What follows belongs to an exercise in optimizing a design on an open flow for small area, a short achievable clock period and few clock cycles per item; a production flow would make more cautious choices. Only simulation tests tie the RTL to the original design; equivalence was not proved.

### flow/design.v
module integer_alu #(
    parameter int UNIT_ID = 3,
    parameter int OPW     = 32
) (
    input  logic         Clk,
    input  logic         Reset,
    input  logic [15:0]  address,
    input  logic         nRead,
    input  logic         nWrite,
    input  logic [255:0] ExeDataOut,
    output logic [255:0] IntDataOut,
    output logic         IntErr
);
    localparam int         CW     = $clog2(OPW + 1);
    localparam logic [7:0] OP_ADD = 8'h10;
    localparam logic [7:0] OP_SUB = 8'h11;
    localparam logic [7:0] OP_MUL = 8'h12;
    localparam logic [7:0] OP_DIV = 8'h13;
    typedef enum logic [1:0] {IDLE, CALC, FINISH} state_t;
    state_t           state_q, state_d;
    logic [255:0]     src1_q, src1_d, src2_q, src2_d, result_q, result_d;
    logic [7:0]       status_in_q, status_in_d;
    logic             status_out_q, status_out_d;
    logic             int_err_q, int_err_d;
    logic [OPW-1:0]   work_a_q, work_a_d;
    logic [2*OPW-1:0] work_p_q, work_p_d;
    logic [CW-1:0]    count_q, count_d;
    logic             unit_sel, wr_en, rd_en;
    logic [4:0]       idx_hit;
    assign unit_sel = (address[15:12] == UNIT_ID[3:0]);
    assign wr_en    = unit_sel && !nWrite;
    assign rd_en    = unit_sel && !nRead;
    for (genvar gi = 0; gi < 5; gi++) begin : g_idx
        assign idx_hit[gi] = (address[11:0] == 12'(gi));
    end
    always_comb begin
        IntDataOut = '0;
        if (rd_en) begin
            if (idx_hit[0]) IntDataOut = src1_q;
            if (idx_hit[1]) IntDataOut = src2_q;
            if (idx_hit[2]) IntDataOut = result_q;
            if (idx_hit[3]) IntDataOut = {248'b0, status_in_q};
            if (idx_hit[4]) IntDataOut = {255'b0, status_out_q};
        end
    end
    assign IntErr = int_err_q;
    logic [OPW:0] sum_ext, diff_ext, mul_sum, div_shift, div_trial;
    always_comb begin
        sum_ext   = {1'b0, work_a_q} + {1'b0, work_p_q[OPW-1:0]};
        diff_ext  = {1'b0, work_a_q} - {1'b0, work_p_q[OPW-1:0]};
        mul_sum   = {1'b0, work_p_q[2*OPW-1:OPW]} + (work_p_q[0] ? {1'b0, work_a_q} : '0);
        div_shift = work_p_q[2*OPW-1:OPW-1];
        div_trial = div_shift - {1'b0, work_a_q};
    end
    always_comb begin
        state_d      = state_q;
        src1_d       = src1_q;
        src2_d       = src2_q;
        result_d     = result_q;
        status_in_d  = status_in_q;
        status_out_d = status_out_q;
        int_err_d    = int_err_q;
        work_a_d     = work_a_q;
        work_p_d     = work_p_q;
        count_d      = count_q;
        case (state_q)
            IDLE: begin
                if (wr_en && idx_hit[0]) src1_d = ExeDataOut;
                if (wr_en && idx_hit[1]) src2_d = ExeDataOut;
                if (wr_en && idx_hit[3]) begin
                    status_in_d  = ExeDataOut[7:0];
                    status_out_d = 1'b0;
                    int_err_d    = 1'b0;
                    count_d      = '0;
                    state_d      = CALC;
                    if (ExeDataOut[7:0] == OP_DIV) begin
                        work_a_d = src2_q[OPW-1:0];
                        work_p_d = {{OPW{1'b0}}, src1_q[OPW-1:0]};
                    end else begin
                        work_a_d = src1_q[OPW-1:0];
                        work_p_d = {{OPW{1'b0}}, src2_q[OPW-1:0]};
                    end
                end
            end
            CALC: begin
                case (status_in_q)
                    OP_ADD: begin
                        work_p_d = {{(OPW-1){1'b0}}, sum_ext};
                        state_d  = FINISH;
                    end
                    OP_SUB: begin
                        work_p_d = {{(OPW-1){1'b0}}, diff_ext};
                        state_d  = FINISH;
                    end
                    OP_MUL, OP_DIV: begin
                        if (count_q == OPW[CW-1:0]) begin
                            state_d = FINISH;
                        end else begin
                            count_d = count_q + CW'(1);
                            if (status_in_q == OP_MUL)
                                work_p_d = {mul_sum, work_p_q[OPW-1:1]};
                            else
                                work_p_d = {div_trial[OPW] ? div_shift[OPW-1:0] : div_trial[OPW-1:0],
                                            work_p_q[OPW-2:0], ~div_trial[OPW]};
                        end
                    end
                    default: begin
                        work_p_d = '0;
                        state_d  = FINISH;
                    end
                endcase
            end
            FINISH: begin
                result_d     = {{(256-2*OPW){1'b0}}, work_p_q};
                status_out_d = 1'b1;
                int_err_d    = !(status_in_q == OP_ADD || status_in_q == OP_SUB ||
                                 status_in_q == OP_MUL || status_in_q == OP_DIV) ||
                               (status_in_q == OP_DIV && work_a_q == '0);
                state_d      = IDLE;
            end
            default: state_d = IDLE;
        endcase
    end
    always_ff @(posedge Clk) begin
        if (Reset) begin
            state_q      <= IDLE;
            src1_q       <= '0;
            src2_q       <= '0;
            result_q     <= '0;
            status_in_q  <= '0;
            status_out_q <= 1'b0;
            int_err_q    <= 1'b0;
            work_a_q     <= '0;
            work_p_q     <= '0;
            count_q      <= '0;
        end else begin
            state_q      <= state_d;
            src1_q       <= src1_d;
            src2_q       <= src2_d;
            result_q     <= result_d;
            status_in_q  <= status_in_d;
            status_out_q <= status_out_d;
            int_err_q    <= int_err_d;
            work_a_q     <= work_a_d;
            work_p_q     <= work_p_d;
            count_q      <= count_d;
        end
    end
endmodule
### flow/run.sh
#!/bin/bash
# synth_recipe.tcl (not shown) runs the flow's synth.tcl, then flattens the netlist and writes it again
# the make line also repeats each setting of config.mk as NAME=value (left out here)
make -C /OpenROAD-flow-scripts/flow DESIGN_CONFIG=/design/flow/config.mk WORK_HOME=/design/flow/orfs CLKGATE_MAP_FILE= SYNTH_SCRIPT=/design/flow/synth_recipe.tcl finish
### flow/constraint.sdc
create_clock -name core_clock -period 5.5 [get_ports {Clk}]
set_input_delay 1.1000 -clock core_clock [delete_from_list [all_inputs] [get_ports {Clk}]]
set_output_delay 1.1000 -clock core_clock [all_outputs]
set_load 0.01 [all_outputs]
### flow/config.mk
export PLATFORM = sky130hd
export DESIGN_NAME = integer_alu
export DESIGN_NICKNAME = integer_alu
export VERILOG_FILES = /design/flow/design.v
export SDC_FILE = /design/flow/constraint.sdc
export NUM_CORES = 4
export LEC_CHECK = 0
export CAP_MARGIN = 20
export CORE_MARGIN = 2
export CORE_UTILIZATION = 35
export SLEW_MARGIN = 20
==> metrics.cfg <==
[die]
chipWidth_um=324
rows=117
die_h_um=324
start_util_pct=35.2
core_um2=102000
die-area_um2=105000
pin_count=533

[clock_network]
clock-root-buffer=clkbuf_16
path_clk_slew_ns=0.05
insertion_delay_ns=0.66
clockBufferDepth=3
cts_tree=done
cts_buffers=81
cts_htree_levels=3
hold_buffers=0
cts_sinks=690

[min_path]
hp-class=reg -> reg
holdPathStages=2

[timing]
fmax_mhz=190
rsz0062_at_grt=false
worst_slew_margin_rel_pct=19.0
drv_slew=0
fin_crit_ns=5.28
hold_ws_ns=0.451
hold_viol_final=0
tightest_slew_ns=1.21
setup_viol=0
finalWorstSetupSlack_ns=0.223
skew_ns=0.0309
setup_tns_ns=0
fin_crit_sh_pct=95.9

[layout]
areaGrowthSynthToFinish_pct=26.4
fin_nets=5658
stdcell_count=6711
drive_gt1_share_pct=5.51
layout_commonest_cell=nand2_1
layout_common_cells=nand2_1, a21oi_1, dfxtp_1

[grt]
first_global_vias=33500
grt_max_degree=226
antenna_found_initial=22
grt_overflow=0
grt_pass1_wl_um=201000
grt_util_all_layers_pct=24.3

[critical_path]
crit_fanout=53
arrival_ns=4.18
endpoint_kind=primary output
worst_r2r_path_depth=17
required_ns=4.40
path_class=in -> out
worst_setup_path_start_kind=input pin
regToRegSetupSlack_ns=0.63

[flow_run]
drv_cap=0

[synthesis]
ys.flop_type=dfxtp_1
syn_area_per_cell_um2=7.22
async_reset_ff_share_pct=0
yosysUniqueCellTypes=87
synth_edf_count=0
ys_warn_count=1
synth_nets=5329
syn_inst=4950
syn_area_um2=35800
synth-seq-area-share_pct=38.6
synth_seq_cells=690

[route]
wl_per_cell_um=19.8
drc=0
route.antenna.remaining_nets=0
drt_iter0_markers=3008
via_per_inst=5.33
firstDrtPassIters=8
vias=35800
wirelength_um=133000

[place]
gp_congestion=0.916
io_buffers=532
place_hpwl_um=93200
dp.cells=6561
post-place-ws_ns=0.130

[power]
leakagePower_nw=15.1
power_density_nw_per_um2=242
ir_drop_mv=0.197
p_total_w=0.0109

[outcome]
run_status=complete, no violations

-- logic make-up after synthesis --
kind of cell | count (synthesis) | share of synthesized area (%)
simple gates | 2087 | 23.4
compound gates | 1376 | 23.1
flops | 690 | 38.6
buf+inv | 462 | 5.14
mux | 121 | 3.40
xor+xnor | 111 | 2.72
fa+ha+maj | 103 | 3.67
-- repair_timing --
item	CTS	global route
gates resized for setup	0	1
endpoints found under the setup margin	0	107
setup buffers	0	2
-- worst max-delay path: stages --
cell and delay [ns]:
clkdlybuf4s50_1 0.40, nor4_1 0.38, nand3_1 0.20, or4b_2 0.64, inv_1 0.09, or3_1 0.19
a21o_4 0.15, buf_12 0.15, clkbuf_16 0.26, nor2_1 0.08, clkdlybuf4s50_1 0.50
-- worst paths after layout --
path	startpoint	end
setup reg to reg	status_in_q[3]$_SDFFE_PP0P_	work_p_q[28]$_SDFFE_PP0P_
setup / recovery	address[9]	IntDataOut[73]
hold / removal	src1_q[46]$_SDFFE_PP0P_	src1_q[46]$_SDFFE_PP0P_
hold reg to reg	src1_q[46]$_SDFFE_PP0P_	src1_q[46]$_SDFFE_PP0P_
-- synth_stat cells (12+ instances only) --
master / n / area share, %
nand2_1: 1402 / 15
a21oi_1: 795 / 11
dfxtp_1: 690 / 39
nor2_1: 476 / 5.0
clkbuf_1: 308 / 3.2
a22oi_1: 211 / 4.4
mux2i_1: 118 / 3.3
ha_1: 100 / 3.5
o21ai_0: 100 / 1.4
inv_1: 62 / 0.65
xnor2_1: 61 / 1.5
buf_2: 57 / 0.80
xor2_1: 50 / 1.2
a21o_1: 47 / 0.99
nand3_1: 37 / 0.52
nor3_1: 37 / 0.52
a311oi_1: 36 / 0.88
buf_1: 27 / 0.28
a31oi_1: 22 / 0.38
a211oi_1: 21 / 0.44
o21a_1: 20 / 0.42
nand4_1: 18 / 0.31
nor4_1: 17 / 0.30
nand2b_1: 14 / 0.24
o21bai_1: 14 / 0.29
o31ai_1: 14 / 0.29
or3_1: 13 / 0.23
nor2b_1: 12 / 0.21
-- cell type report --
class | count | area [um^2]
multi-input combinational | 3798 | 20200
antenna | 10 | 25.0
tap | 1368 | 1710
fill | 10400 | 56400
sequential | 690 | 13800
timing repair buffer | 644 | 6510
clock inverter | 26 | 403
inverter | 64 | 240
clock buffer | 111 | 2330
-- flip-flops by register name (all words and copies together), names as in the netlist --
signal / flops
src2_q: 256
status_out_q: 1
work_a_q: 32
work_p_q: 64
count_q: 6
status_in_q: 8
int_err_q: 1
src1_q: 256
state_q: 2
result_q: 64
-- report_power, final --
part	internal, W	switching (W)	total [W]
combinational	0.000201	0.000197	0.000398
sequential	0.00500	0.0000000320	0.00500
clock	0.00330	0.00225	0.00555
-- metrics by stage --
| step | utilization, % | instance area [um^2] |
|---|---|---|
| 2_1_floorplan | - | 35800 |
| 3_5_place_dp | 41.7 | 42400 |
| 3_3_place_gp | 41.7 | 42400 |
| 5_1_grt | 44.5 | 45200 |
| 4_1_cts | 44.4 | 45100 |
| 6_report | 44.5 | 45200 |
-- metal layers --
metal  global-route usage, %  part of all wire [%]
met5                       0                  0.16
met1                    31.2                    43
met4                    8.32                   3.4
met3                    5.28                   6.2
met2                    40.3                    47
Testbench counts, summed over its fixed seeds: cycles 49,216, ops 2,400.

==> afterwards: timing with drivers on the ports <==
No port has a modelled driver above. Below, the same layout with a new extraction and two added sets of constraints.
Step 1: set_driving_cell puts a clkbuf_16 on Clk and a buf_2 on each other input, an assumption about the parent block.
Step 2 times the ports against the registers' clock, not the clock port: input delays grow and output delays shrink by t, the midpoint of the rising clock arrivals with the driver on.
Three values: no drivers, after step 1, after step 2; two values: the first two.
shift t [ns]: 0.720
setup slack, ns: 0.223 / 0.202 / 0.202
clock arrival spread, ns: 0.045 / 0.044
slew at the worst register clock pin (ns): 0.06 / 0.06
After both steps setup and hold are still met in this run. The setup slack of this run moves by -0.021 ns with the drivers and by -0.021 ns with both steps.
